Background: an optimization exercise with open tools, aiming at small area, a short achievable clock period and few clock cycles. Do not read the settings as production practice. The RTL was checked by simulation tests, not by an equivalence proof against the original design. No activity file was given, so power comes from the tool's default toggle rates.

==> flow/design.v <==
package atdw_pkg;
    localparam logic [7:0] CH_LF     = 8'h0A;
    localparam logic [7:0] CH_ESC    = 8'h1B;
    localparam logic [7:0] CH_LBRACK = 8'h5B;
    localparam logic [7:0] CH_SEMI   = 8'h3B;
    localparam logic [7:0] CH_ZERO   = 8'h30;
    localparam logic [7:0] CH_NINE   = 8'h39;
    localparam logic [7:0] CH_M      = 8'h6D;
    localparam logic [1:0] PH_IDLE  = 2'd0;
    localparam logic [1:0] PH_ESC   = 2'd1;
    localparam logic [1:0] PH_PARAM = 2'd2;
    function automatic logic [15:0] sat_inc(input logic [15:0] a);
        sat_inc = (&a) ? a : (a + 16'd1);
    endfunction
endpackage
module atdw_step (
    input  logic [7:0] text_byte,
    output logic       is_lf,
    output logic       is_esc,
    output logic       is_lbrack,
    output logic       is_m,
    output logic       is_param
);
    assign is_lf     = (text_byte == atdw_pkg::CH_LF);
    assign is_esc    = (text_byte == atdw_pkg::CH_ESC);
    assign is_lbrack = (text_byte == atdw_pkg::CH_LBRACK);
    assign is_m      = (text_byte == atdw_pkg::CH_M);
    assign is_param  = ((text_byte >= atdw_pkg::CH_ZERO) && (text_byte <= atdw_pkg::CH_NINE)) ||
                       (text_byte == atdw_pkg::CH_SEMI);
endmodule
module ansi_text_display_width_meter (
    input  logic        clk,
    input  logic        rst_n,
    input  logic        in_valid,
    output logic        in_stall,
    input  logic [7:0]  text_byte,
    input  logic        is_last,
    output logic        out_valid,
    input  logic        out_stall,
    output logic [15:0] total_bytes,
    output logic [15:0] total_display,
    output logic [15:0] line_count,
    output logic [15:0] max_line_bytes,
    output logic [15:0] max_line_display
);
    logic        out_valid_reg;
    logic        fresh;          
    logic [1:0]  phase;
    logic        line_empty;     
    logic [15:0] bt;             
    logic [15:0] dt;             
    logic [15:0] dt_save;        
    logic [15:0] lc;             
    logic [15:0] wb;             
    logic [15:0] gb;             
    logic [15:0] wd;             
    logic [15:0] gd;             
    logic [15:0] wd_save;        
    logic [15:0] gd_save;        
    logic is_lf, is_esc, is_lbrack, is_m, is_param;
    logic accept, close, stay;
    logic gb_zero, gd_zero;
    atdw_step u_cls (
        .text_byte (text_byte),
        .is_lf     (is_lf),
        .is_esc    (is_esc),
        .is_lbrack (is_lbrack),
        .is_m      (is_m),
        .is_param  (is_param)
    );
    assign in_stall = out_valid_reg;
    assign accept   = in_valid && !out_valid_reg;
    assign close   = (phase == atdw_pkg::PH_PARAM) && is_m;
    assign stay    = ((phase == atdw_pkg::PH_ESC) && is_lbrack) || ((phase == atdw_pkg::PH_PARAM) && is_param);
    assign gb_zero = (gb == 16'd0);
    assign gd_zero = (gd == 16'd0);
    always_ff @(posedge clk or negedge rst_n)
    begin
        if (!rst_n)
        begin
            out_valid_reg <= 1'b0;
            fresh         <= 1'b1;
        end
        else if (accept)
        begin
            out_valid_reg <= is_last;
            fresh         <= is_last;
        end
        else if (!out_stall)
        begin
            out_valid_reg <= 1'b0;
        end
    end
    always_ff @(posedge clk)
    begin
        if (accept)
        begin
            if (is_esc)
            begin
                dt_save <= fresh ? 16'd0 : dt;
                wd_save <= fresh ? 16'd0 : wd;
                gd_save <= fresh ? 16'd0 : gd;
            end
            if (fresh)
            begin
                phase      <= is_esc ? atdw_pkg::PH_ESC : atdw_pkg::PH_IDLE;
                line_empty <= is_lf;
                bt         <= 16'd1;
                dt         <= 16'd1;
                lc         <= {15'd0, !is_lf};
                wb         <= {15'd0, !is_lf};
                gb         <= 16'd0;
                wd         <= {15'd0, !is_lf};
                gd         <= 16'd0;
            end
            else
            begin
                phase      <= is_esc ? atdw_pkg::PH_ESC : (stay ? atdw_pkg::PH_PARAM : atdw_pkg::PH_IDLE);
                line_empty <= is_lf;
                bt         <= atdw_pkg::sat_inc(bt);
                dt         <= close ? dt_save : atdw_pkg::sat_inc(dt);
                if (!is_lf && line_empty)
                    lc <= atdw_pkg::sat_inc(lc);
                if (is_lf)
                    gb <= wb;
                else if (gb_zero)
                    wb <= atdw_pkg::sat_inc(wb);
                else
                    gb <= gb - 16'd1;
                if (close)
                begin
                    wd <= wd_save;
                    gd <= gd_save;
                end
                else if (is_lf)
                    gd <= wd;
                else if (gd_zero)
                    wd <= atdw_pkg::sat_inc(wd);
                else
                    gd <= gd - 16'd1;
            end
        end
    end
    assign out_valid        = out_valid_reg;
    assign total_bytes      = bt;
    assign total_display    = dt;
    assign line_count       = lc;
    assign max_line_bytes   = wb;
    assign max_line_display = wd;
endmodule
Settings: LEC_CHECK=0, CAP_MARGIN=20, CORE_MARGIN=2, CORE_UTILIZATION=40, SLEW_MARGIN=20; clock period 9.0 ns.
run.sh (not shown) runs the stock make flow with config.mk's settings and CLKGATE_MAP_FILE= SYNTH_SCRIPT=/design/flow/synth_recipe.tcl, a recipe that flattens the netlist after the stock synthesis.
The starting point completed without violations.
Testbench counts at the start, summed over its fixed seeds: cycles 154,180.
==> next run, changes <==
--- a/flow/design.v
+++ b/flow/design.v
@@ -54,25 +54,47 @@
     logic [15:0] wb;             
     logic [15:0] gb;             
     logic [15:0] wd;             
     logic [15:0] gd;             
     logic [15:0] wd_save;        
     logic [15:0] gd_save;        
-    logic is_lf, is_esc, is_lbrack, is_m, is_param;
+    logic in_lf, in_esc, in_lbrack, in_m, in_param;
+    logic b_valid, b_last, is_lf, is_esc, is_lbrack, is_m, is_param;
     logic accept, close, stay;
     logic gb_zero, gd_zero;
     atdw_step u_cls (
         .text_byte (text_byte),
-        .is_lf     (is_lf),
-        .is_esc    (is_esc),
-        .is_lbrack (is_lbrack),
-        .is_m      (is_m),
-        .is_param  (is_param)
+        .is_lf     (in_lf),
+        .is_esc    (in_esc),
+        .is_lbrack (in_lbrack),
+        .is_m      (in_m),
+        .is_param  (in_param)
     );
     assign in_stall = out_valid_reg;
-    assign accept   = in_valid && !out_valid_reg;
+    assign accept   = b_valid && !(out_valid_reg && out_stall);
+    always_ff @(posedge clk or negedge rst_n)
+    begin
+        if (!rst_n)
+            b_valid <= 1'b0;
+        else if (!out_valid_reg)
+            b_valid <= in_valid;
+        else if (!out_stall)
+            b_valid <= 1'b0;
+    end
+    always_ff @(posedge clk)
+    begin
+        if (!out_valid_reg)
+        begin
+            b_last    <= is_last;
+            is_lf     <= in_lf;
+            is_esc    <= in_esc;
+            is_lbrack <= in_lbrack;
+            is_m      <= in_m;
+            is_param  <= in_param;
+        end
+    end
     assign close   = (phase == atdw_pkg::PH_PARAM) && is_m;
     assign stay    = ((phase == atdw_pkg::PH_ESC) && is_lbrack) || ((phase == atdw_pkg::PH_PARAM) && is_param);
     assign gb_zero = (gb == 16'd0);
     assign gd_zero = (gd == 16'd0);
     always_ff @(posedge clk or negedge rst_n)
     begin
@@ -80,14 +102,14 @@
         begin
             out_valid_reg <= 1'b0;
             fresh         <= 1'b1;
         end
         else if (accept)
         begin
-            out_valid_reg <= is_last;
-            fresh         <= is_last;
+            out_valid_reg <= b_last;
+            fresh         <= b_last;
         end
         else if (!out_stall)
         begin
             out_valid_reg <= 1'b0;
         end
     end
Result: The changed run completed with no timing, DRC or antenna violations. Non-clock buffer count climbs by 5. Setup slack improved by 460 ps. Final area went up by a few percent. Die area rises by a few percent. Routed wire length goes up by a few percent. Power came out higher by well over a third. First-iteration DRC count went down by about a fifth. Core utilization came out higher by 0.16 points. Sequential cell count grows by 7. Critical path depth goes down by 3. Global-route usage drops by 0.52 points. Clock power is higher by a little under a tenth. Synthesized area rises by a few percent.
Testbench counts after the change, summed over its fixed seeds: cycles 154,187.

## port drivers added, routing unchanged
The flow's constraints put no driver on any port. The routed layouts listed below were extracted and timed again, unchanged, in two steps.
Step 1, drivers: a clkbuf_16 drives clk and a buf_2 each remaining input, both assumed.
Step 2 adds t to the input delays and takes it off the output delays; t is the mean of the earliest and latest rising clock arrival at the registers after step 1. Input paths then give back, and output paths get back, about the clock's delay inside the block.
Three values: no drivers, after step 1, after step 2; two values: the first two.
run	shift t [ns]	setup WS [ns]	hold WS [ns]
the first run	0.461	5.018 / 5.037 / 4.576	0.563 / 0.563 / 0.563
the second run	0.462	5.481 / 5.505 / 5.043	0.493 / 0.493 / 0.493
After both steps every run listed still meets setup and hold. The setup slack of the first run, which loses most, moves by +0.019 ns with the drivers and by -0.442 ns with both steps.
